This is an optimization exercise on Yosys and OpenROAD, whose aim is small area, not a production implementation.
Function was checked by simulation only, so behaviour that the tests miss may differ from the original.
No activity file was given, so power comes from the tool's default toggle rates. The flow treats the clock pin as an ideal source, which a real chip does not have.

File: flow/flow/abc_g.abc
strash
dch -f
map -a
mfs2
strash
dch -f
amap
mfs2
strash
dch -f
map -a
topo
File: flow/design.v
module tile_stats_accum #(
    parameter int PIX_WIDTH   = 8,
    parameter int IMG_WIDTH   = 640,
    parameter int IMG_HEIGHT  = 480,
    parameter int TILE_WIDTH  = 16,
    parameter int TILE_HEIGHT = 16,
    localparam int TX_W = $clog2(IMG_WIDTH / TILE_WIDTH),
    localparam int TY_W = $clog2(IMG_HEIGHT / TILE_HEIGHT)
) (
    input  logic                 iClk,
    input  logic                 iRst,
    input  logic                 iValid,
    input  logic                 iSof,
    input  logic [PIX_WIDTH-1:0] iData,
    output logic                 oValid,
    output logic [TX_W-1:0]      oTileX,
    output logic [TY_W-1:0]      oTileY,
    output logic [PIX_WIDTH-1:0] oMean,
    output logic [PIX_WIDTH-1:0] oMin,
    output logic [PIX_WIDTH-1:0] oMax,
    output logic                 oFrameDone
);
    localparam int TILES_X = IMG_WIDTH / TILE_WIDTH;
    localparam int TILES_Y = IMG_HEIGHT / TILE_HEIGHT;
    localparam int LXW     = $clog2(TILE_WIDTH);
    localparam int LYW     = $clog2(TILE_HEIGHT);
    localparam int AREA_W  = $clog2(TILE_WIDTH * TILE_HEIGHT);
    localparam int SUM_W   = PIX_WIDTH + AREA_W;
    localparam int ENT_W   = SUM_W + 2 * PIX_WIDTH;
    logic [LXW-1:0]  lx, eLx;
    logic [LYW-1:0]  ly, eLy;
    logic [TX_W-1:0] col, eCol;
    logic [TY_W-1:0] row, eRow;
    logic            sof, runEnd, lineEnd, tileRowEnd, frameEnd;
    logic            tileFirst, tileLast;
    assign sof  = iValid && iSof;
    assign eLx  = sof ? '0 : lx;
    assign eLy  = sof ? '0 : ly;
    assign eCol = sof ? '0 : col;
    assign eRow = sof ? '0 : row;
    assign runEnd     = &eLx;
    assign lineEnd    = runEnd && (eCol == TX_W'(TILES_X - 1));
    assign tileRowEnd = &eLy;
    assign frameEnd   = tileRowEnd && (eRow == TY_W'(TILES_Y - 1));
    assign tileFirst  = (eLx == '0) && (eLy == '0);
    assign tileLast   = runEnd && tileRowEnd;
    always_ff @(posedge iClk or negedge iRst) begin
        if (!iRst) begin
            lx  <= '0;
            ly  <= '0;
            col <= '0;
            row <= '0;
        end else if (iValid) begin
            lx <= eLx + LXW'(1);
            if (runEnd)
                col <= lineEnd ? '0 : eCol + TX_W'(1);
            else
                col <= eCol;
            if (lineEnd) begin
                ly <= eLy + LYW'(1);
                if (tileRowEnd)
                    row <= frameEnd ? '0 : eRow + TY_W'(1);
                else
                    row <= eRow;
            end else begin
                ly  <= eLy;
                row <= eRow;
            end
        end
    end
    logic                 phase;
    logic                 lxHi, lxLo;         
    logic                 shift, shiftN;
    logic [ENT_W-1:0]     ring [TILES_X];
    logic [ENT_W-1:0]     nxtEnt, ringIn;
    assign shift  = (iValid & ~iSof & lxHi) | ~iRst;
    assign shiftN = ~iValid | iSof | lxLo | ~iRst;
    always_ff @(posedge iClk or negedge iRst) begin
        if (!iRst) begin
            phase <= 1'b0;
            lxHi  <= 1'b0;
            lxLo  <= 1'b1;
        end else begin
            phase <= ~phase;
            if (iValid) begin
                lxHi <= (eLx == LXW'(TILE_WIDTH - 2));
                lxLo <= (eLx != LXW'(TILE_WIDTH - 2));
            end
        end
    end
    logic [SUM_W-1:0]     curSum, nxtSum, addend;
    logic [PIX_WIDTH-1:0] curMin, curMax, nxtMin, nxtMax, pix;
    logic                 first, takeMin, takeMax;
    assign {curSum, curMin, curMax} = ring[0] ^ {ENT_W{phase}};
    assign first   = iValid & tileFirst;
    assign pix     = iData & {PIX_WIDTH{iValid}};
    assign addend  = SUM_W'(pix);
    assign takeMin = first | (iValid & (pix < curMin));
    assign takeMax = first | (iValid & (pix > curMax));
    assign nxtSum  = (first ? '0 : curSum) + addend;
    assign nxtMin  = takeMin ? pix : curMin;
    assign nxtMax  = takeMax ? pix : curMax;
    assign nxtEnt  = {nxtSum, nxtMin, nxtMax};
    assign ringIn  = nxtEnt ^ {ENT_W{phase}};
    always_ff @(posedge iClk) begin
        ring[0] <= ~((ring[1] | {ENT_W{shiftN}}) & (ringIn | {ENT_W{shift}}));
        for (int i = 1; i < TILES_X - 1; i++)
            ring[i] <= ~((ring[i+1] | {ENT_W{shiftN}}) & (ring[i] | {ENT_W{shift}}));
        ring[TILES_X-1] <= ~((ringIn | {ENT_W{shiftN}}) & (ring[TILES_X-1] | {ENT_W{shift}}));
    end
    logic rec;
    assign rec = iValid && tileLast;
    always_ff @(posedge iClk or negedge iRst) begin
        if (!iRst) begin
            oValid     <= 1'b0;
            oTileX     <= '0;
            oTileY     <= '0;
            oMean      <= '0;
            oMin       <= '0;
            oMax       <= '0;
            oFrameDone <= 1'b0;
        end else begin
            oValid     <= rec;
            oFrameDone <= rec && lineEnd && frameEnd;
            if (rec) begin
                oTileX <= eCol;
                oTileY <= eRow;
                oMean  <= nxtSum[SUM_W-1:AREA_W];
                oMin   <= nxtMin;
                oMax   <= nxtMax;
            end
        end
    end
endmodule
File: flow/standard.sh
#!/bin/bash
# synth_recipe.tcl (not shown) runs the flow's synth.tcl, then flattens the netlist and writes it again
# the make line also repeats each setting of config.mk as NAME=value (left out here)
make -C /OpenROAD-flow-scripts/flow DESIGN_CONFIG=/design/flow/config.mk WORK_HOME=/design/flow/orfs CLKGATE_MAP_FILE= SYNTH_SCRIPT=/design/flow/synth_recipe.tcl "${@:-finish}"
File: flow/flow/abc_e.abc
strash
dch -f
map -a
mfs2
strash
dch -f
map -a
mfs2
strash
dch -f
map -a
mfs2
strash
dch -f
map -a
topo
File: flow/config.mk
export PLATFORM = sky130hd
export DESIGN_NAME = tile_stats_accum
export DESIGN_NICKNAME = tile_stats_accum
export VERILOG_FILES = /design/flow/design.v
export SDC_FILE = /design/flow/constraint.sdc
export NUM_CORES = 4
export LEC_CHECK = 0
export CAP_MARGIN = 20
export CORE_MARGIN = 2
export CORE_UTILIZATION = 65
export PLACE_DENSITY = 0.8
export SLEW_MARGIN = 20
File: flow/flow/abc_f.abc
strash
dc2
dch -f
map -a
mfs2
strash
dc2
dch -f
map -a
topo
File: flow/flow/abc_c.abc
strash
ifraig
scorr
dc2
strash
dch -f
map -a
mfs2
strash
dch -f
map -a
topo
File: flow/flow/abc_a.abc
strash
dch -f
map -a
mfs2
strash
dch -f
map -a
topo
File: flow/flow/abc_b.abc
strash
dch -f
map -a
mfs2
strash
dch -f
map -a
mfs2
strash
dch -f
map -a
topo
File: flow/flow/abc_d.abc
strash
dch -f
amap
mfs2
strash
dch -f
map -a
topo
File: flow/constraint.sdc
create_clock -name core_clock -period 8.0 [get_ports {iClk}]
set_input_delay 1.6000 -clock core_clock [delete_from_list [all_inputs] [get_ports {iClk}]]
set_output_delay 1.6000 -clock core_clock [all_outputs]
set_load 0.01 [all_outputs]
File: flow/flow/run.sh
#!/bin/bash
# The standard layout with these changes to how it is built:
# - after the standard synthesis, its combinational logic is mapped again for
#   area with a few ABC scripts (flow/abc_*.abc), and the smallest result is
#   kept; every register stays the instance the standard synthesis made, with
#   its name, cell type and connections;
# - the port buffers are made from the smallest buffer cell instead of the one
#   buffer_ports picks by itself (every port still gets a buffer);
# - clock tree synthesis adds no dummy loads to balance the tree.
# Each tool run writes its full output to a log of its own in this folder.
set -euo pipefail
export BUFFER_PORTS_ARGS="-buffer_cell sky130_fd_sc_hd__buf_1"
export CTS_ARGS="-sink_clustering_enable -repair_clock_nets -sink_clustering_size 34 -sink_clustering_max_diameter 80 -buf_list sky130_fd_sc_hd__clkbuf_16 -dont_use_dummy_load"

res=orfs/results/$FLOW_PLATFORM/tile_stats_accum/base
plat=$FLOW_HOME/platforms/$FLOW_PLATFORM
lib=$plat/lib/sky130_fd_sc_hd__tt_025C_1v80.lib
yosys_bin=$FLOW_HOME/../tools/install/yosys/bin/yosys
[[ -x $yosys_bin ]] || yosys_bin=yosys

bash standard.sh synth > standard_synth.log 2>&1
cp $res/1_2_yosys.v standard_synth.v

# Cells the platform marks don't-use stay out of the new mapping.
dont_use=$(sed -n '/DONT_USE_CELLS += /,/^#/p' $plat/config.mk | grep -o 'sky130_fd_sc_hd__[a-z0-9_]*' | sed 's/^/-dont_use /' | tr '\n' ' ')
# Sequential cells stay black boxes, so no register is touched.
seq=$(grep -oE '^\s*sky130_fd_sc_hd__[a-z0-9_]+' standard_synth.v | sort -u | grep -E '__(df|edf|sdf|sedf|dl)' | tr '\n' ' ')

best=standard_synth.v
best_area=
for script in flow/abc_*.abc; do
  for pre in plain generic; do
    name=resyn_$(basename $script .abc)_$pre
    if [[ $pre == generic ]]; then
      first="abc -g AND,NAND,OR,NOR,XOR,XNOR,MUX
opt -fast"
    else
      first=""
    fi
    cat > $name.ys <<EOF
read_liberty -ignore_miss_func $lib
read_verilog standard_synth.v
hierarchy -top $FLOW_TOP
blackbox $seq
flatten
hierarchy -top $FLOW_TOP
techmap
opt -fast
$first
abc -liberty $lib $dont_use -script $script
opt_clean
stat -liberty $lib
write_verilog -noattr -noexpr -nohex -nodec $name.v
EOF
    if $yosys_bin -p "script $name.ys" > $name.log 2>&1; then
      area=$(grep 'Chip area' $name.log | tail -1 | awk '{print $NF}')
      echo "$name $area" >> resyn_areas.txt
      if [[ -z $best_area ]] || awk "BEGIN {exit !($area < $best_area)}"; then
        best=$name.v
        best_area=$area
      fi
    fi
  done
done
echo "kept $best $best_area" >> resyn_areas.txt

cp $best $res/1_2_yosys.v
rm -f $res/1_synth.odb $res/1_synth.sdc
bash standard.sh > standard_flow.log 2>&1
==> run notes, run 1 <==
Clock latency on the worst-skew pair, taken at its later pin, is 640 ps. The fraction of final layout cells with drive strength greater than 1 is 2.542%. The HPWL after detailed placement is 38110 microns.

CTS saw 1339 sinks. For the pin with the worst max-slew slack, the measured transition is 1153 ps. For the switching power, the log shows 0.002420 W. The run gives 66660 microns as the total wire length. The run gives 0 as the setup-violating endpoint count in the final report. The worst supply voltage drop on vdd was 0.0002565 V; the x dimension of the die was 243.9 microns. The number of port buffers came out at 48.

The tools report the initial antenna violation count as 1. The run finished with no timing, DRC or antenna violations. The power per cell area came out at 273.7 nW/um^2. The final weighted congestion in routability-driven placement is 0.8097, and the setup slack on the worst flop-to-flop path is 2760 ps.

Number of hold buffers added after cts: 0. The number of antenna repair diodes came out at 0. In the routed layout, each cell is associated on average with a via count of 6.257. The final count of hold timing violations is 0.

In the finished design, the share of the clock period the worst path needs comes to 79.99%. On the final layout, the worst clock skew is 45.85 ps. Setup repair after global routing left no endpoint under its margin.

The cell area that synthesis handed to floorplanning was 37420 sq um. In the global route stage, overall resource usage came out at 21.74%. Along the worst path, the maximum fanout reaches 14. The clock network accounts for 26.0% of the total power. The first global-routing pass estimated 111100 microns of wire. TritonCTS built the clock tree. In this run the mean area of a mapped cell was 12.17 sq um. The slowest stage of the critical path is the clkinv_1 cell. The number of buffers added by the clock tree synthesis step is 46, and the number of detailed-route iterations in the first pass is 5.

In the layout the commonest cells are o22ai_1 (1284), dfxtp_1 (1280), nand2_1 (90). Of the total power, the share spent switching nets is 22.10%. For the internal power consumption, the log shows 0.008533 W.

The count of final max-slew check failures was 0. The worst reg2reg path depth is 26. The tools report the type of element launching the critical path as an input pin. The min-delay analysis places its worst path in the category reg2reg. The clock root buffer master is clkbuf_16. Entering global routing, the biggest net connects 505 pins. Based on the critical path, the design can be clocked at up to 0.1563 GHz. The most numerous cell on the critical path is clkinv_1. Counting along the longest clock path gives a buffer depth of 3.

On the worst path, the slowest cell contributes a delay of 500 ps. The final critical path time including I/O delays and setup is 6399 ps, and the leakage power of the design is 14.97 nW. Cell depth of the worst hold path: 1. The run gives 3075 as the gate count after technology mapping. The worst setup path is of the in2reg kind.

From bottom edge to top edge, the die measures 243.9 microns. The tools report the setup TNS as 0 ps. The setup fix buffers added after clock tree synthesis was 0. Clock-pin slew was measured on the worst setup and hold paths at 120 ps. The tools report the yosys synthesis warning count as 2. The run gives 23.14% as the worst relative slew slack. The remaining routing DRC violations came out at 0.

For the global route total overflow, the log shows 0. The sequential power share was 68.0%; the data required time at the worst endpoint was 8440 ps. The count of routing violations after the opening detailed-route iteration is 1971. The overall die area was 59500 sq um; the number of max-cap violations was 0. The number of nets in the synthesized netlist came out at 3087. The library cell used most frequently in the layout, excluding fill and tap cells, is o22ai_1. STA puts the critical path data arrival time at 6840 ps.

The logs give 49 for the count of boundary I/O pins and 413.9 ps for the worst slack on hold paths. In the final routed layout, each cell accounts on average for 16.91 microns. Combinational cells account for 6.0% of the total power. The final instance area was 40010 sq um; the placed cell area was 38810 sq um. Summing over every cut layer, the via total after detailed routing is 24671. The initial utilization of the core area, before any placement, comes to 66.10%. The logs give 87 for the number of placement rows and 56600 sq um for the area of the core region. The synthesis-to-finish area growth works out to 6.945%. The worst setup path is captured at a flip-flop. The count of nets left with antenna violations once routing finished came out at 0.

Number of global-route vias before repair: 22739. In this run the number of H-tree levels came out at 2. Count of cells resized by post-cts repair: 0.

The number of nets in the final layout was 3201.
[stage by stage]
stage,worst slack (ps),cells,util (%),total power (W)
floorplan,424.5,3075,-,0.008089
global placement,1609,3894,68.51,0.008187
detailed placement,1192,3895,68.56,0.008245
CTS,1828,3941,70.59,0.01103
global route,1187,3943,70.69,0.01139
finish,1601,3943,70.69,0.01095
[power by group through the flow]
| stage | sequential (W) | combinational [W] | clock, W |
|---|---|---|---|
| final | 0.00745 | 0.000658 | 0.00285 |
| after global routing | 0.00751 | 0.000733 | 0.00315 |
| after CTS | 0.00745 | 0.000656 | 0.00292 |
| after detailed placement | 0.00759 | 0.000653 | 0 |
| after global placement | 0.00757 | 0.000616 | 0 |
| after floorplan | 0.00752 | 0.000567 | 0 |
[critical path: cells and delay by family]
kind	cells	cell delay [ps]
compound gates	7	1030
fa+ha+maj	1	300
buf+inv	9	1610
simple gates	12	2280
[cell type report]
class | count | area [sq um]
Multi-Input combinational cell | 1669 | 10060
Tap cell | 756 | 945.9
Fill cell | 3997 | 16590
Sequential cell | 1339 | 27100
Inverter | 67 | 304.0
Clock buffer | 46 | 1151
Timing Repair Buffer | 66 | 445.4
[final timing paths]
kind                                     start              endpoint
max                                     iValid  ring[39][30]$_DFF_P_
min                        ring[37][4]$_DFF_P_   ring[36][4]$_DFF_P_
max reg2reg                  ly[2]$_DFFE_PN0P_  ring[39][30]$_DFF_P_
min reg2reg                ring[37][4]$_DFF_P_   ring[36][4]$_DFF_P_
max in group asynchronous                 iRst       phase$_DFF_PN0_
min in group asynchronous                 iRst      oValid$_DFF_PN0_
[sequential cells by signal, summed over array words and instances, names as in the netlist, 4 cells and up]
register,cells
col,6
lx,4
ly,4
oMax,8
oMean,8
oMin,8
oTileX,6
oTileY,5
ring,1280
row,5
[per-layer routing]
metal / wire length, microns / part of all wire (%) / global-route usage [%] / vias up
met1: 32040 / 48 / 32.14 / 11851
met5: 13 / 0.020 / 0 / -
li1: - / - / - / 12372
met4: 1195 / 1.8 / 5.273 / 2
met2: 30770 / 46 / 34.14 / 366
met3: 2635 / 4.0 / 2.886 / 80
==> run 2: changes to the inputs <==
--- a/flow/config.mk
+++ b/flow/config.mk
@@ -8,5 +8,5 @@
 export CAP_MARGIN = 20
 export CORE_MARGIN = 2
-export CORE_UTILIZATION = 65
-export PLACE_DENSITY = 0.8
+export CORE_UTILIZATION = 70
+export PLACE_DENSITY = 0.85
 export SLEW_MARGIN = 20
==> run 2 against run 1 <==
  * Clock power is essentially flat
  * Combinational power grew 0.9%
  * Utilization grew 5.1 points
  * Synthesized cell count is the same
  * Sequential power is essentially flat
  * First-iteration DRC count shrank 1.9%
  * Register-to-register slack lost 140 ps
  * Setup slack lost 140 ps
  * Clock skew grew 0.56 ps
==> run notes, run 2 <==
The tools report the worst relative slew slack as 25.34% (was 23.14%). Number of antenna repair diodes: 0 (unchanged). The final antenna-violating net count is 0 (unchanged). The setup-violating endpoint count in the final report was 0 (unchanged). Final count of hold timing violations: 0 (unchanged).

The worst clock skew is 46.40 ps (was 45.85 ps). The global routing usage summed across all routing layers was 23.65% (was 21.74%); the vertical die dimension was 235.2 microns (was 243.9 microns). For the data required time at the worst endpoint, the log shows 8450 ps (was 8440 ps). The synthesis-to-finish area growth is 6.631% (was 6.945%). The worst path arrival time came out at 6990 ps (was 6840 ps). TritonCTS built the clock tree. Number of max-cap violations: 0 (unchanged). The startpoint of the tightest hold check path was ring[16][26]$_DFF_P_ (was ring[37][4]$_DFF_P_). Library cell contributing the largest single delay on the critical path: clkinv_1 (unchanged). The tools report the number of nets in the synthesized netlist as 3087 (unchanged).

The global-route wire length before repair was 112700 microns (was 111100 microns); the worst supply voltage drop on vdd was 0.0002297 V (was 0.0002565 V). The startpoint of the worst setup timing path is iValid (unchanged). The setup fix buffers added after clock tree synthesis was 0 (unchanged). The count of cells resized by post-cts repair is 0 (unchanged).

The via density per instance is 6.423 (was 6.257). The tools report the number of global-route vias before repair as 23260 (was 22739). The number of nets in the final layout was 3202 (was 3201).

The logs give 14.96 nW (was 14.97 nW) for the leakage power of the design and 0 (unchanged) for the global route total overflow. Commonest cells after routing, fill and taps aside: o22ai_1 (1284), dfxtp_1 (1280), nand2_1 (90) (unchanged). The internal power consumption was 0.008512 W (was 0.008533 W); the initial antenna violation count was 1 (unchanged). The tools report the number of buffers added by the clock tree synthesis step as 45 (was 46).

The run gives 24894 (was 24671) as the total number of vias. Minimum setup slack after placement: 1017 ps (was 1192 ps). The clock root buffer master was clkbuf_16 (unchanged). The logs give 640 ps (about the same) for the worst-skew pair later-pin latency and 1459 ps (was 1601 ps) for the worst setup margin. The tools report the overall die area as 55320 sq um (was 59500 sq um). The tools report the setup slack on the worst flop-to-flop path as 2620 ps (was 2760 ps). The number of filler instances in the final layout was 3362 (was 3997); the count of boundary I/O pins was 49 (unchanged). The largest incremental delay on the critical path was 510 ps (was 500 ps); the count of final max-slew check failures was 0 (unchanged).

Endpoint kind of the worst setup timing path: a flip-flop (unchanged). The category of the most critical setup path is in2reg (unchanged). The run gives 0.8163 (was 0.8097) as the final weighted congestion in routability-driven placement. The share of the clock period used by the worst path is 81.76% (was 79.99%). Type of element launching the critical path: an input pin (unchanged). The number of detailed-route iterations in the first pass is 6 (was 5). For the yosys synthesis warning count, the log shows 2 (unchanged). The x dimension of the die was 235.2 microns (was 243.9 microns); the largest fanout of any net on the critical path was 14 (unchanged). The logs give 84 (was 87) for the number of placement rows and 3 (unchanged) for the number of buffers on the longest clock path. The combined area of the multi-input logic cells is 10070 sq um (was 10060 sq um), and the gate count after technology mapping is 3075 (unchanged). The number of hold buffers added after cts was 0 (unchanged); the total wire length was 67830 microns (was 66660 microns). The clock sink total is 1339 (unchanged), and the number of port buffers is 48 (unchanged). The average cell area after synthesis works out to 12.17 sq um (unchanged). The number of H-tree branching levels was 2 (unchanged); the power per cell area was 274.3 nW/um^2 (was 273.7 nW/um^2). The final critical path time including I/O delays and setup is 6541 ps (was 6399 ps), and the setup TNS is 0 ps (unchanged). The tools report the sequential power share as 68.1% (was 68.0%).

The most flop-heavy register was ring (unchanged). The remaining routing DRC violations was 0 (unchanged). The tools report the final core utilization as 75.77% (was 70.69%). The area taken by flip-flops and latches was 27100 sq um (unchanged). The logs give 39120 microns (was 38110 microns) for the placed wire-length estimate and 499 (was 505) for the largest net degree at the start of global routing. Area of the core region: 52660 sq um (was 56600 sq um). Power share of the clock group: 25.8% (was 26.0%).

The fraction of final layout cells with drive strength greater than 1 came out at 2.572% (was 2.542%). The tools report the share of power burned in combinational logic as 6.1% (was 6.0%). The switching share of power was 22.22% (was 22.10%). The area of the mapped netlist was 37420 sq um (unchanged).

Average wire per standard cell: 17.50 microns (was 16.91 microns). The clock transition at the register clock pins on the worst setup and hold paths after CTS was 120 ps (about the same). The worst min-delay path class was reg2reg (unchanged). The switching power is 0.002432 W (was 0.002420 W), and the flip-flop count of the largest register after layout is 1280 (unchanged).

Count of routing violations after the opening detailed-route iteration: 1934 (was 1971). The run gives 0.1529 GHz (was 0.1563 GHz) as the maximum clock rate. The flow ran to the end and the layout has no timing, DRC or antenna violations. Setup repair after global routing left no endpoint under its margin. Initial core utilization: 71.06% (was 66.10%). The actual transition at the worst max-transition pin is 1120 ps (was 1153 ps).

The most common cell after layout, fill and taps aside is o22ai_1 (unchanged). The source of the worst register-to-register timing path is ly[2]$_DFFE_PN0P_ (unchanged).
[run 2: per-layer routing]
layer  global-route usage [%]  share of wire [%]
met5                        0              0.018
met4                    5.485                1.7
met2                    37.61                 47
met1                    34.37                 46
met3                    3.764                4.5
[run 2: area by class of cell]
| class | count | share of cell area [%] |
|---|---|---|
| clock buffers | 45 | 2.822 |
| inverters | 67 | 0.7621 |
| multi-input cells | 1669 | 25.24 |
| flip-flops and latches | 1339 | 67.93 |
| well taps | 688 | 2.158 |
| repair buffers | 68 | 1.085 |
[run 2: critical path: cells and delay by family]
kind,cells,cell delay (ps)
compound gates,7,1120
fa+ha+maj,1,300
buf+inv,9,1710
simple gates,12,2270
[run 2: stage by stage]
step	total power [W]	cell area, sq um	instances	hold WS, ps
6_report	0.01094	39900	3876	428.3
5_1_grt	0.01134	39900	3876	458.8
4_1_cts	0.01099	39830	3874	430.7
3_5_place_dp	0.008249	38700	3829	435.1
3_3_place_gp	0.008181	38700	3829	432.7
2_1_floorplan	0.008089	37430	3075	420.3
[run 2: final timing paths]
path,end,cells past startpoint
min in group asynchronous,oValid$_DFF_PN0_,2
hold reg to reg,ring[15][26]$_DFF_P_,1
setup / recovery,ring[39][30]$_DFF_P_,29
setup reg to reg,ring[39][30]$_DFF_P_,26
max in group asynchronous,phase$_DFF_PN0_,2
hold / removal,ring[15][26]$_DFF_P_,1
[run 2: power groups by stage]
stage	sequential, W	combinational, W	clock, W
2_1_floorplan	0.00752	0.000567	0
3_3_place_gp	0.00757	0.000611	0
3_5_place_dp	0.00760	0.000653	0
4_1_cts	0.00745	0.000659	0.00288
5_1_grt	0.00751	0.000737	0.00309
6_report	0.00745	0.000664	0.00283
==> run 3: changes to the inputs <==
--- a/flow/config.mk
+++ b/flow/config.mk
@@ -8,5 +8,5 @@
 export CAP_MARGIN = 20
 export CORE_MARGIN = 2
-export CORE_UTILIZATION = 70
-export PLACE_DENSITY = 0.85
+export CORE_UTILIZATION = 80
+export PLACE_DENSITY = 0.9
 export SLEW_MARGIN = 20
==> run 3 against run 2 <==
  * Clock-buffer cell count unchanged
  * Largest power group unchanged
  * Worst hold slack improved by 4.1 ps
  * Via count rose by 2.2%
  * Still clean
  * Critical path depth unchanged
  * Die area fell by 12%
==> run notes, run 3 <==
The run finished with no timing, DRC or antenna violations. The number of filler instances in the final layout was 2248 (was 3362). The power share of the clock group was 25.7% (was 25.8%). Type of element launching the critical path: an input pin (unchanged). For the total power draw, the log shows 0.01096 W (was 0.01094 W). Number of port buffers: 48 (unchanged). Worst slack on hold paths: 432.4 ps (was 428.3 ps). The minimum setup slack after placement is 837.1 ps (was 1017 ps).

The flip-flop count of the largest register after layout was 1280 (unchanged); the switching share of power was 22.34% (was 22.22%). The worst supply voltage drop on vdd came out at 0.0003307 V (was 0.0002297 V). Worst path arrival time: 7180 ps (was 6990 ps).

Cell depth of the worst hold path: 1 (unchanged). The worst min-delay path class is reg2reg (unchanged). The initial antenna violation count is 1 (unchanged), and the number of nets in the synthesized netlist is 3087 (unchanged). The worst-skew pair later-pin latency came out at 630 ps (was 640 ps).

The number of buffers added by the clock tree synthesis step came out at 45 (unchanged). Commonest cells after routing, fill and taps aside: o22ai_1 (1284), dfxtp_1 (1280), nand2_1 (90) (unchanged). The clock sink total is 1339 (unchanged), and the largest net degree at the start of global routing is 425 (was 499). The run gives 80.71% (was 71.06%) as the initial core utilization. The vertical die dimension came out at 220.3 microns (was 235.2 microns). The endpoint kind of the worst setup timing path was a flip-flop (unchanged). The tools report the worst clock skew as 26.67 ps (was 46.40 ps). The logs give 14.95 nW (was 14.96 nW) for the leakage power of the design and 3075 (unchanged) for the gate count after technology mapping.

Setup repair after global routing left no endpoint under its margin. The fraction of final layout cells with drive strength greater than 1 is 2.511% (was 2.572%), and the maximum clock rate is 0.1488 GHz (was 0.1529 GHz). The setup-violating endpoint count in the final report is 0 (unchanged). The worst reg2reg path depth was 26 (unchanged). The number of non-filler instances in the completed layout was 3793 (was 3876).

The number of buffers on the longest clock path is 3 (unchanged), and the synthesis-to-finish area growth is 6.320% (was 6.631%). The clock transition at the register clock pins on the worst setup and hold paths after CTS is 120 ps (about the same). Sequential power share: 68.2% (was 68.1%). The power per cell area was 275.5 nW/um^2 (was 274.3 nW/um^2); the overall die area was 48520 sq um (was 55320 sq um).

The largest fanout of any net on the critical path was 14 (unchanged). The setup fix buffers added after clock tree synthesis was 0 (unchanged). The number of nets in the final layout is 3200 (was 3202). The number of placement rows is 79 (was 84), and the count of boundary I/O pins is 49 (unchanged). The x dimension of the die came out at 220.3 microns (was 235.2 microns). The tools report the number of hold buffers added after cts as 0 (unchanged).

Library cell contributing the largest single delay on the critical path: nand2_1 (was clkinv_1). Global routing usage summed across all routing layers: 29.08% (was 23.65%). The worst setup margin is 1279 ps (was 1459 ps), and the via density per instance is 6.708 (was 6.423).

The number of detailed-route iterations in the first pass came out at 6 (unchanged). The run gives 3746 (was 3829) as the number of cells in the design after placement. The number of max-cap violations came out at 0 (unchanged).

Most flop-heavy register: ring (unchanged). The final weighted congestion in routability-driven placement was 0.8482 (was 0.8163); the total wire length was 73380 microns (was 67830 microns). The setup slack on the worst flop-to-flop path is 2880 ps (was 2620 ps), and the worst relative slew slack is 29.09% (was 25.34%). The final count of hold timing violations was 0 (unchanged). The count of routing violations after the opening detailed-route iteration came out at 2167 (was 1934). Area of the mapped netlist: 37420 sq um (unchanged).

Number of global-route vias before repair: 23746 (was 23260). The area of the core region came out at 46360 sq um (was 52660 sq um). The run gives 0 (unchanged) as the final antenna-violating net count. The run gives 116600 microns (was 112700 microns) as the global-route wire length before repair.

For the placed wire-length estimate, the log shows 40780 microns (was 39120 microns). The most common cell after layout, fill and taps aside is o22ai_1 (unchanged). The total number of vias is 25443 (was 24894), and the count of cells resized by post-cts repair is 0 (unchanged).

The share of power burned in combinational logic is 6.1% (about the same), and the remaining routing DRC violations is 0 (unchanged). The share of the clock period used by the worst path is 84.01% (was 81.76%), and the yosys synthesis warning count is 2 (unchanged). The logs give 0 (unchanged) for the number of antenna repair diodes and 0 (unchanged) for the global route total overflow. The largest incremental delay on the critical path came out at 480 ps (was 510 ps).

The tools report the count of final max-slew check failures as 0 (unchanged). The average wire per standard cell was 19.35 microns (was 17.50 microns); the data required time at the worst endpoint was 8460 ps (was 8450 ps). The final critical path time including I/O delays and setup was 6721 ps (was 6541 ps). The clock root buffer master was clkbuf_16 (unchanged). For the internal power consumption, the log shows 0.008512 W (about the same). The switching power came out at 0.002448 W (was 0.002432 W).

The number of H-tree branching levels came out at 2 (unchanged). The category of the most critical setup path was in2reg (unchanged). The setup TNS was 0 ps (unchanged). The actual transition at the worst max-transition pin came out at 1064 ps (was 1120 ps). The average cell area after synthesis is 12.17 sq um (unchanged). TritonCTS built the clock tree.
[run 3: area by class of cell]
cell class,count,area (sq um),share of cell area [%]
inverter,67,304.0,0.7643
multi-input combinational,1669,10060,25.30
tap,607,759.5,1.909
clock buffer,45,1126,2.831
timing repair buffer,66,422.9,1.063
sequential,1339,27100,68.13
[run 3: power groups by stage]
stage | clock network [W] | logic [W] | registers (W)
finish | 0.00281 | 0.000673 | 0.00747
floorplan | 0 | 0.000567 | 0.00752
global placement | 0 | 0.000606 | 0.00757
CTS | 0.00284 | 0.000666 | 0.00747
detailed placement | 0 | 0.000653 | 0.00760
global route | 0.00307 | 0.000739 | 0.00753
[run 3: critical path, delay by kind of cell]
family                   cells  cell delay (ps)
AO/OA/AOI/OAI                7             1030
AND/OR/NAND/NOR             12             2360
adder cells (fa/ha/maj)      1              300
buffers and inverters        9             1900
[run 3: path summary, 6_finish.rpt]
kind                                startpoint              endpoint
setup / recovery                        iValid   ring[0][30]$_DFF_P_
hold / removal             ring[38][5]$_DFF_P_   ring[37][5]$_DFF_P_
setup reg to reg             ly[2]$_DFFE_PN0P_   ring[0][30]$_DFF_P_
hold reg to reg            ring[38][5]$_DFF_P_   ring[37][5]$_DFF_P_
max in group asynchronous                 iRst       phase$_DFF_PN0_
min in group asynchronous                 iRst  oMean[0]$_DFFE_PN0P_
[run 3: metal layers]
metal	vias to the layer above	share of wire [%]	GRT usage, %	wire, microns
met5	-	0.025	0	18
met4	2	2.3	9.016	1686
met3	135	4.6	3.794	3346
met2	594	50	49.33	36770
met1	12370	43	39.31	31560
li1	12342	-	-	-
[run 3: stage by stage]
stage	util [%]	instance area [sq um]
floorplan	-	37430
global placement	83.26	38600
detailed placement	83.26	38600
CTS	85.68	39720
global route	85.81	39780
finish	85.81	39780
==> run 4: changes to the inputs <==
--- a/flow/flow/run.sh
+++ b/flow/flow/run.sh
@@ -11,5 +11,5 @@
 set -euo pipefail
 export BUFFER_PORTS_ARGS="-buffer_cell sky130_fd_sc_hd__buf_1"
-export CTS_ARGS="-sink_clustering_enable -repair_clock_nets -sink_clustering_size 34 -sink_clustering_max_diameter 80 -buf_list sky130_fd_sc_hd__clkbuf_16 -dont_use_dummy_load"
+export CTS_ARGS="-sink_clustering_enable -repair_clock_nets -sink_clustering_size 35 -sink_clustering_max_diameter 75 -buf_list sky130_fd_sc_hd__clkbuf_16 -dont_use_dummy_load"
 
 res=orfs/results/$FLOW_PLATFORM/tile_stats_accum/base
--- a/flow/config.mk
+++ b/flow/config.mk
@@ -8,5 +8,5 @@
 export CAP_MARGIN = 20
 export CORE_MARGIN = 2
-export CORE_UTILIZATION = 80
-export PLACE_DENSITY = 0.9
+export CORE_UTILIZATION = 70
+export PLACE_DENSITY = 0.85
 export SLEW_MARGIN = 20
==> run 4 against run 3 <==
  * Synthesized area unchanged
  * Final cell count increased by 2.2%
  * Synthesized cell count is the same
  * Utilization shrank 9.9 points
==> run notes, run 4 <==
The number of max-cap violations was 0 (unchanged). Setup repair after global routing left no endpoint under its margin. The number of port buffers was 48 (unchanged); the number of nets in the synthesized netlist was 3087 (unchanged).

Largest incremental delay on the critical path: 480 ps (about the same). The endpoint kind of the worst setup timing path was a flip-flop (unchanged). The logs give 14.98 nW (was 14.95 nW) for the leakage power of the design and 111700 microns (was 116600 microns) for the global-route wire length before repair. Type of element launching the critical path: an input pin (unchanged). The tools report the number of buffers added by the clock tree synthesis step as 46 (was 45). The tools report the remaining routing DRC violations as 0 (unchanged). The worst relative slew slack was 20.05% (was 29.09%). The count of boundary I/O pins is 49 (unchanged), and the largest fanout of any net on the critical path is 14 (unchanged).

The x dimension of the die works out to 235.2 microns (was 220.3 microns). The number of hold buffers added after cts is 0 (unchanged), and the count of final max-slew check failures is 0 (unchanged). The average cell area after synthesis is 12.17 sq um (unchanged). The category of the most critical setup path was in2reg (unchanged).

The tools report the final count of hold timing violations as 0 (unchanged). The logs give 2 (unchanged) for the number of H-tree branching levels and 3204 (was 3200) for the number of nets in the final layout. The most common cell after layout, fill and taps aside was o22ai_1 (unchanged). The final core utilization was 75.87% (was 85.81%); the actual transition at the worst max-transition pin was 1199 ps (was 1064 ps).

The final critical path time including I/O delays and setup is 6511 ps (was 6721 ps), and the worst-skew pair later-pin latency is 630 ps (about the same). The number of buffers on the longest clock path came out at 3 (unchanged). Most flop-heavy register: ring (unchanged). The area of the mapped netlist came out at 37420 sq um (unchanged).

For the global routing usage summed across all routing layers, the log shows 23.35% (was 29.08%). TritonCTS built the clock tree. The gate count after technology mapping was 3075 (unchanged); the yosys synthesis warning count was 2 (unchanged).

Commonest cells after routing, fill and taps aside: o22ai_1 (1284), dfxtp_1 (1280), nand2_1 (90) (unchanged). The run finished with no timing, DRC or antenna violations. The tools report the final antenna-violating net count as 0 (unchanged). The run gives 0 ps (unchanged) as the setup TNS. Global route total overflow: 0 (unchanged).

The logs give 71.06% (was 80.71%) for the initial core utilization and 10070 sq um (was 10060 sq um) for the combined area of the multi-input logic cells. The maximum clock rate came out at 0.1536 GHz (was 0.1488 GHz). Worst supply voltage drop on vdd: 0.0001937 V (was 0.0003307 V). The library cell contributing the largest single delay on the critical path is clkinv_1 (was nand2_1). The power per cell area came out at 274.4 nW/um^2 (was 275.5 nW/um^2). The run gives 56.75 ps (was 26.67 ps) as the worst clock skew. The count of routing violations after the opening detailed-route iteration was 1911 (was 2167). The number of placement rows was 84 (was 79).

The average wire per standard cell is 17.33 microns (was 19.35 microns). The run gives 0 (unchanged) as the setup-violating endpoint count in the final report. The number of filler instances in the final layout was 3346 (was 2248). The total wire length is 67190 microns (was 73380 microns), and the number of global-route vias before repair is 23207 (was 23746). Share of the clock period used by the worst path: 81.39% (was 84.01%). The fraction of final layout cells with drive strength greater than 1 is 2.633% (was 2.511%). The flip-flop count of the largest register after layout was 1280 (unchanged); the worst setup margin was 1489 ps (was 1279 ps). The clock root buffer master was clkbuf_16 (unchanged). The number of detailed-route iterations in the first pass is 7 (was 6), and the clock sink total is 1339 (unchanged).

For the initial antenna violation count, the log shows 1 (unchanged). The count of cells resized by post-cts repair was 0 (unchanged); the final weighted congestion in routability-driven placement was 0.8163 (was 0.8482). The total number of vias came out at 24853 (was 25443). The area taken by flip-flops and latches is 27100 sq um (unchanged), and the setup slack on the worst flop-to-flop path is 2580 ps (was 2880 ps). The via density per instance is 6.409 (was 6.708), and the largest net degree at the start of global routing is 499 (was 425). Vertical die dimension: 235.2 microns (was 220.3 microns). The clock transition at the register clock pins on the worst setup and hold paths after CTS came out at 120 ps (about the same). For the overall die area, the log shows 55320 sq um (was 48520 sq um).

The logs give 52660 sq um (was 46360 sq um) for the area of the core region and 8470 ps (was 8460 ps) for the data required time at the worst endpoint. The number of antenna repair diodes was 0 (unchanged); the minimum setup slack after placement was 1017 ps (was 837.1 ps). The worst path arrival time was 6980 ps (was 7180 ps); the synthesis-to-finish area growth was 6.772% (was 6.320%). The tools report the setup fix buffers added after clock tree synthesis as 0 (unchanged). Placed wire-length estimate: 39120 microns (was 40780 microns).

The worst min-delay path class is reg2reg (unchanged).
-- run 4: where the power goes --
group	switching, W	total [W]	internal (W)
sequential	0.000279	0.00745	0.00717
combinational	0.000347	0.000662	0.000314
clock	0.00180	0.00285	0.00105
total	0.00243	0.0110	0.00853
-- run 4: worst paths after layout --
| path | startpoint | cells past startpoint | endpoint |
|---|---|---|---|
| setup reg to reg | ly[2]$_DFFE_PN0P_ | 26 | ring[0][30]$_DFF_P_ |
| min in group asynchronous | iRst | 2 | oValid$_DFF_PN0_ |
| max in group asynchronous | iRst | 2 | oMin[6]$_DFFE_PN0P_ |
| hold / removal | ring[36][1]$_DFF_P_ | 1 | ring[35][1]$_DFF_P_ |
| hold reg to reg | ring[36][1]$_DFF_P_ | 1 | ring[35][1]$_DFF_P_ |
| setup / recovery | iValid | 29 | ring[0][30]$_DFF_P_ |
-- run 4: critical path: cells and delay by family --
family	cells	cell delay, ps
AO/OA/AOI/OAI	7	1130
AND/OR/NAND/NOR	12	2260
adder cells (fa/ha/maj)	1	300
buffers and inverters	9	1670
-- run 4: area by class of cell --
type | instances | area share [%]
clock buffers | 46 | 2.881
flip-flops and latches | 1339 | 67.84
inverters | 67 | 0.7611
repair buffers | 69 | 1.153
multi-input cells | 1669 | 25.21
well taps | 688 | 2.155
-- run 4: through the flow --
stage / instance area [sq um] / hold slack, ps / power [W] / std cells
floorplan: 37430 / 420.3 / 0.008089 / 3075
global placement: 38700 / 432.7 / 0.008181 / 3829
detailed placement: 38700 / 435.1 / 0.008249 / 3829
CTS: 39860 / 411.4 / 0.01101 / 3875
global route: 39950 / 427.8 / 0.01136 / 3878
finish: 39950 / 408.1 / 0.01096 / 3878
-- run 4: routing by layer --
metal / track usage, % / share of wire [%] / vias to the layer above
met2: 36.88 / 47 / 432
met4: 5.198 / 1.6 / 2
met1: 34.32 / 47 / 11946
met5: 0 / 0.016 / -
li1: - / - / 12383
met3: 3.635 / 4.3 / 90
==> run 5: changes to the inputs <==
--- a/flow/flow/run.sh
+++ b/flow/flow/run.sh
@@ -11,5 +11,5 @@
 set -euo pipefail
 export BUFFER_PORTS_ARGS="-buffer_cell sky130_fd_sc_hd__buf_1"
-export CTS_ARGS="-sink_clustering_enable -repair_clock_nets -sink_clustering_size 35 -sink_clustering_max_diameter 75 -buf_list sky130_fd_sc_hd__clkbuf_16 -dont_use_dummy_load"
+export CTS_ARGS="-sink_clustering_enable -repair_clock_nets -sink_clustering_size 36 -sink_clustering_max_diameter 70 -buf_list sky130_fd_sc_hd__clkbuf_16 -dont_use_dummy_load"
 
 res=orfs/results/$FLOW_PLATFORM/tile_stats_accum/base
--- a/flow/config.mk
+++ b/flow/config.mk
@@ -8,5 +8,5 @@
 export CAP_MARGIN = 20
 export CORE_MARGIN = 2
-export CORE_UTILIZATION = 70
-export PLACE_DENSITY = 0.85
+export CORE_UTILIZATION = 75
+export PLACE_DENSITY = 0.88
 export SLEW_MARGIN = 20
removed: flow/flow/abc_e.abc
removed: flow/flow/abc_f.abc
removed: flow/flow/abc_g.abc
==> run 5 against run 4 <==
  * Critical path depth shrank 2
  * Global-route usage grew 3.0 points
  * Clock power is essentially flat
  * Via count grew 1.3%
  * Die area shrank 6.5%
  * Clock skew shrank 12 ps
==> run notes, run 5 <==
The run gives 0 (unchanged) as the count of cells resized by post-cts repair. Maximum clock rate: 0.1365 GHz (was 0.1536 GHz). The number of cells in the design after placement is 3819 (was 3829).

By instance count, the cell type seen most on the critical path is clkinv_1. The cell depth of the worst hold path was 1 (unchanged); the total wire length was 69240 microns (was 67190 microns). The number of antenna repair diodes is 0 (unchanged), and the share of the clock period used by the worst path is 91.57% (was 81.39%). The logs give 114400 microns (was 111700 microns) for the global-route wire length before repair and 46 (unchanged) for the number of buffers added by the clock tree synthesis step. Initial core utilization: 76.18% (was 71.06%). The actual transition at the worst max-transition pin works out to 1141 ps (was 1199 ps).

The internal power consumption was 0.008488 W (was 0.008533 W). Worst min-delay path class: reg2reg (unchanged). Remaining routing DRC violations: 0 (unchanged). The final weighted congestion in routability-driven placement is 0.8294 (was 0.8163), and the setup-violating endpoint count in the final report is 0 (unchanged).

The total stage count of the critical path came out at 27 (was 29). Setup repair after global routing left no endpoint under its margin. The setup TNS is 0 ps (unchanged). Clock root buffer master: clkbuf_16 (unchanged).

The number of buffers and inverters on the critical path is 8 (was 9), and the placed wire-length estimate is 40290 microns (was 39120 microns). Number of placement rows: 81 (was 84). The top cell family by delay on the critical path is simple AND/OR/NAND/NOR gates (unchanged). The setup fix buffers added after clock tree synthesis came out at 0 (unchanged).

The power per cell area was 273.2 nW/um^2 (was 274.4 nW/um^2). The vertical die dimension is 227.5 microns (was 235.2 microns), and the sequential power share is 68.3% (was 68.0%). The number of buffers on the longest clock path was 3 (unchanged).

TritonCTS built the clock tree. For the initial antenna violation count, the log shows 1 (unchanged). The x dimension of the die works out to 227.5 microns (was 235.2 microns). The category of the most critical setup path is in2reg (unchanged). The fraction of final layout cells with drive strength greater than 1 came out at 2.780% (was 2.633%). The flip-flop count of the largest register after layout works out to 1280 (unchanged). The run finished with no timing, DRC or antenna violations.

The count of routing violations after the opening detailed-route iteration was 1959 (was 1911). Commonest cells after routing, fill and taps aside: o22ai_1 (1283), dfxtp_1 (1280), nand2_1 (95) (was o22ai_1 (1284), dfxtp_1 (1280), nand2_1 (90)). The share of power burned in combinational logic is 5.7% (was 6.0%). Global route total overflow: 0 (unchanged).

The final antenna-violating net count was 0 (unchanged); the yosys synthesis warning count was 2 (unchanged). The library cell contributing the largest single delay on the critical path is buf_1 (was clkinv_1). For the count of final max-slew check failures, the log shows 0 (unchanged). Type of element launching the critical path: an input pin (unchanged). The count of boundary I/O pins was 49 (unchanged); the gate count after technology mapping was 3084 (was 3075). The logs give 428.4 ps (was 408.1 ps) for the worst slack on hold paths and 15.08 nW (was 14.98 nW) for the leakage power of the design. The run gives 26.1% (was 26.0%) as the power share of the clock group.

The number of max-cap violations was 0 (unchanged). The final count of hold timing violations was 0 (unchanged); the area of the mapped netlist was 37450 sq um (was 37420 sq um). The switching share of power is 22.34% (was 22.15%). The worst supply voltage drop on vdd is 0.0002006 V (was 0.0001937 V). The most flop-heavy register is ring (unchanged). The number of hold buffers added after cts was 0 (unchanged). Number of port buffers: 48 (unchanged).

The tools report the total number of vias as 25176 (was 24853). The largest fanout of any net on the critical path is 13 (was 14), and the worst-skew pair later-pin latency is 630 ps (about the same). The area of the core region is 49150 sq um (was 52660 sq um). For the global routing usage summed across all routing layers, the log shows 26.34% (was 23.35%). The data required time at the worst endpoint is 8500 ps (was 8470 ps). The number of global-route vias before repair was 23641 (was 23207). The worst reg2reg path depth came out at 25 (was 26). The worst path arrival time was 7820 ps (was 6980 ps); the largest net degree at the start of global routing was 261 (was 499). The final critical path time including I/O delays and setup was 7326 ps (was 6511 ps).

Most common cell after layout, fill and taps aside: o22ai_1 (unchanged). The final core utilization came out at 81.38% (was 75.87%). The tools report the number of detailed-route iterations in the first pass as 6 (was 7). The number of non-filler instances in the completed layout is 3866 (was 3878), and the largest incremental delay on the critical path is 610 ps (was 480 ps). Worst clock skew: 44.97 ps (was 56.75 ps).

The number of H-tree branching levels came out at 2 (unchanged). The synthesis-to-finish area growth was 6.826% (was 6.772%); the number of nets in the synthesized netlist was 3096 (was 3087). The run gives 0.002441 W (was 0.002428 W) as the switching power. The number of nets in the final layout came out at 3216 (was 3204).

The overall die area came out at 51730 sq um (was 55320 sq um). The endpoint kind of the worst setup timing path is a flip-flop (unchanged). The total power draw came out at 0.01093 W (was 0.01096 W). The average wire per standard cell was 17.91 microns (was 17.33 microns). Clock sink total: 1339 (unchanged). The via density per instance was 6.512 (was 6.409). The clock transition at the register clock pins on the worst setup and hold paths after CTS was 120 ps (about the same); the average cell area after synthesis was 12.14 sq um (was 12.17 sq um).

The worst relative slew slack was 23.90% (was 20.05%).
==> run 5: metrics by stage <==
step                setup slack (ps)  area, sq um
floorplan                      -9168        37510
global placement               513.1        38830
detailed placement             167.8        38830
CTS                            826.5        39980
global route                   128.5        40000
finish                         674.2        40000
==> run 5: path summary, 6_finish.rpt <==
check                                       endpoint  slack [ps]                 from
worst max-delay path             ring[0][31]$_DFF_P_         670               iValid
worst min-delay path             ring[36][6]$_DFF_P_         430  ring[37][6]$_DFF_P_
worst max register to register   ring[0][31]$_DFF_P_        2550    lx[3]$_DFFE_PN0P_
worst min register to register   ring[36][6]$_DFF_P_         430  ring[37][6]$_DFF_P_
max in group asynchronous            phase$_DFF_PN0_        6030                 iRst
min in group asynchronous       oMean[7]$_DFFE_PN0P_        1330                 iRst
==> run 5: power groups by stage <==
stage / registers [W] / logic, W / clock network [W]
5_1_grt: 0.00752 / 0.000694 / 0.00310
6_report: 0.00746 / 0.000620 / 0.00285
4_1_cts: 0.00746 / 0.000615 / 0.00289
3_5_place_dp: 0.00760 / 0.000609 / 0
3_3_place_gp: 0.00757 / 0.000564 / 0
2_1_floorplan: 0.00754 / 0.000661 / 0
==> run 5: final cells by class <==
class / instances / area [sq um]
clock buffer: 46 / 1151
fill: 2834 / 9150
inverter: 65 / 271.5
multi-input combinational: 1680 / 10130
sequential: 1339 / 27100
tap: 664 / 830.8
timing repair buffer: 72 / 511.7
==> run 5: metal layers <==
metal  up-vias  wire length (microns)  global-route usage, %
li1      12419                      -                      -
met1     12169                  32140                  37.68
met2       488                  32850                  42.43
met3        98                   2989                  4.014
met4         2                   1241                  6.831
met5         -                     13                      0

==> port drivers added, routing unchanged <==
Ports are ideal in the flow. The routed layouts listed here were re-timed in OpenROAD. Step 1 assumes that a clkbuf_16 drives the clock port and a buf_2 every other input. Step 2 moves the port delays by t, midway between the first and last clock arrival at a register: inputs arrive t later, outputs are due t later. That takes back most of the time a late clock gives input paths. Three values: no drivers, after step 1, after step 2; two values: the first two.
| run | t, ns | slack for setup (ns) | latest minus earliest clock arrival (ns) | worst slew at a driven data input, ns | cell pins on the clock port's net |
|---|---|---|---|---|---|
| run 1 | 0.672 | 1.601 / 1.636 / 0.964 | 0.046 / 0.046 | 0.12 | 1 |
| run 2 | 0.682 | 1.459 / 1.492 / 0.810 | 0.053 / 0.053 | 0.10 | 1 |
| run 3 | 0.672 | 1.279 / 1.317 / 0.645 | 0.036 / 0.036 | 0.10 | 1 |
| run 4 | 0.666 | 1.489 / 1.518 / 0.852 | 0.063 / 0.062 | 0.11 | 1 |
| run 5 | 0.670 | 0.674 / 0.671 / 0.001 | 0.049 / 0.049 | 0.06 | 1 |
After both steps setup and hold are still met in every run listed. The setup slack of run 5, which loses most, moves by -0.003 ns with the drivers and by -0.673 ns with both steps.
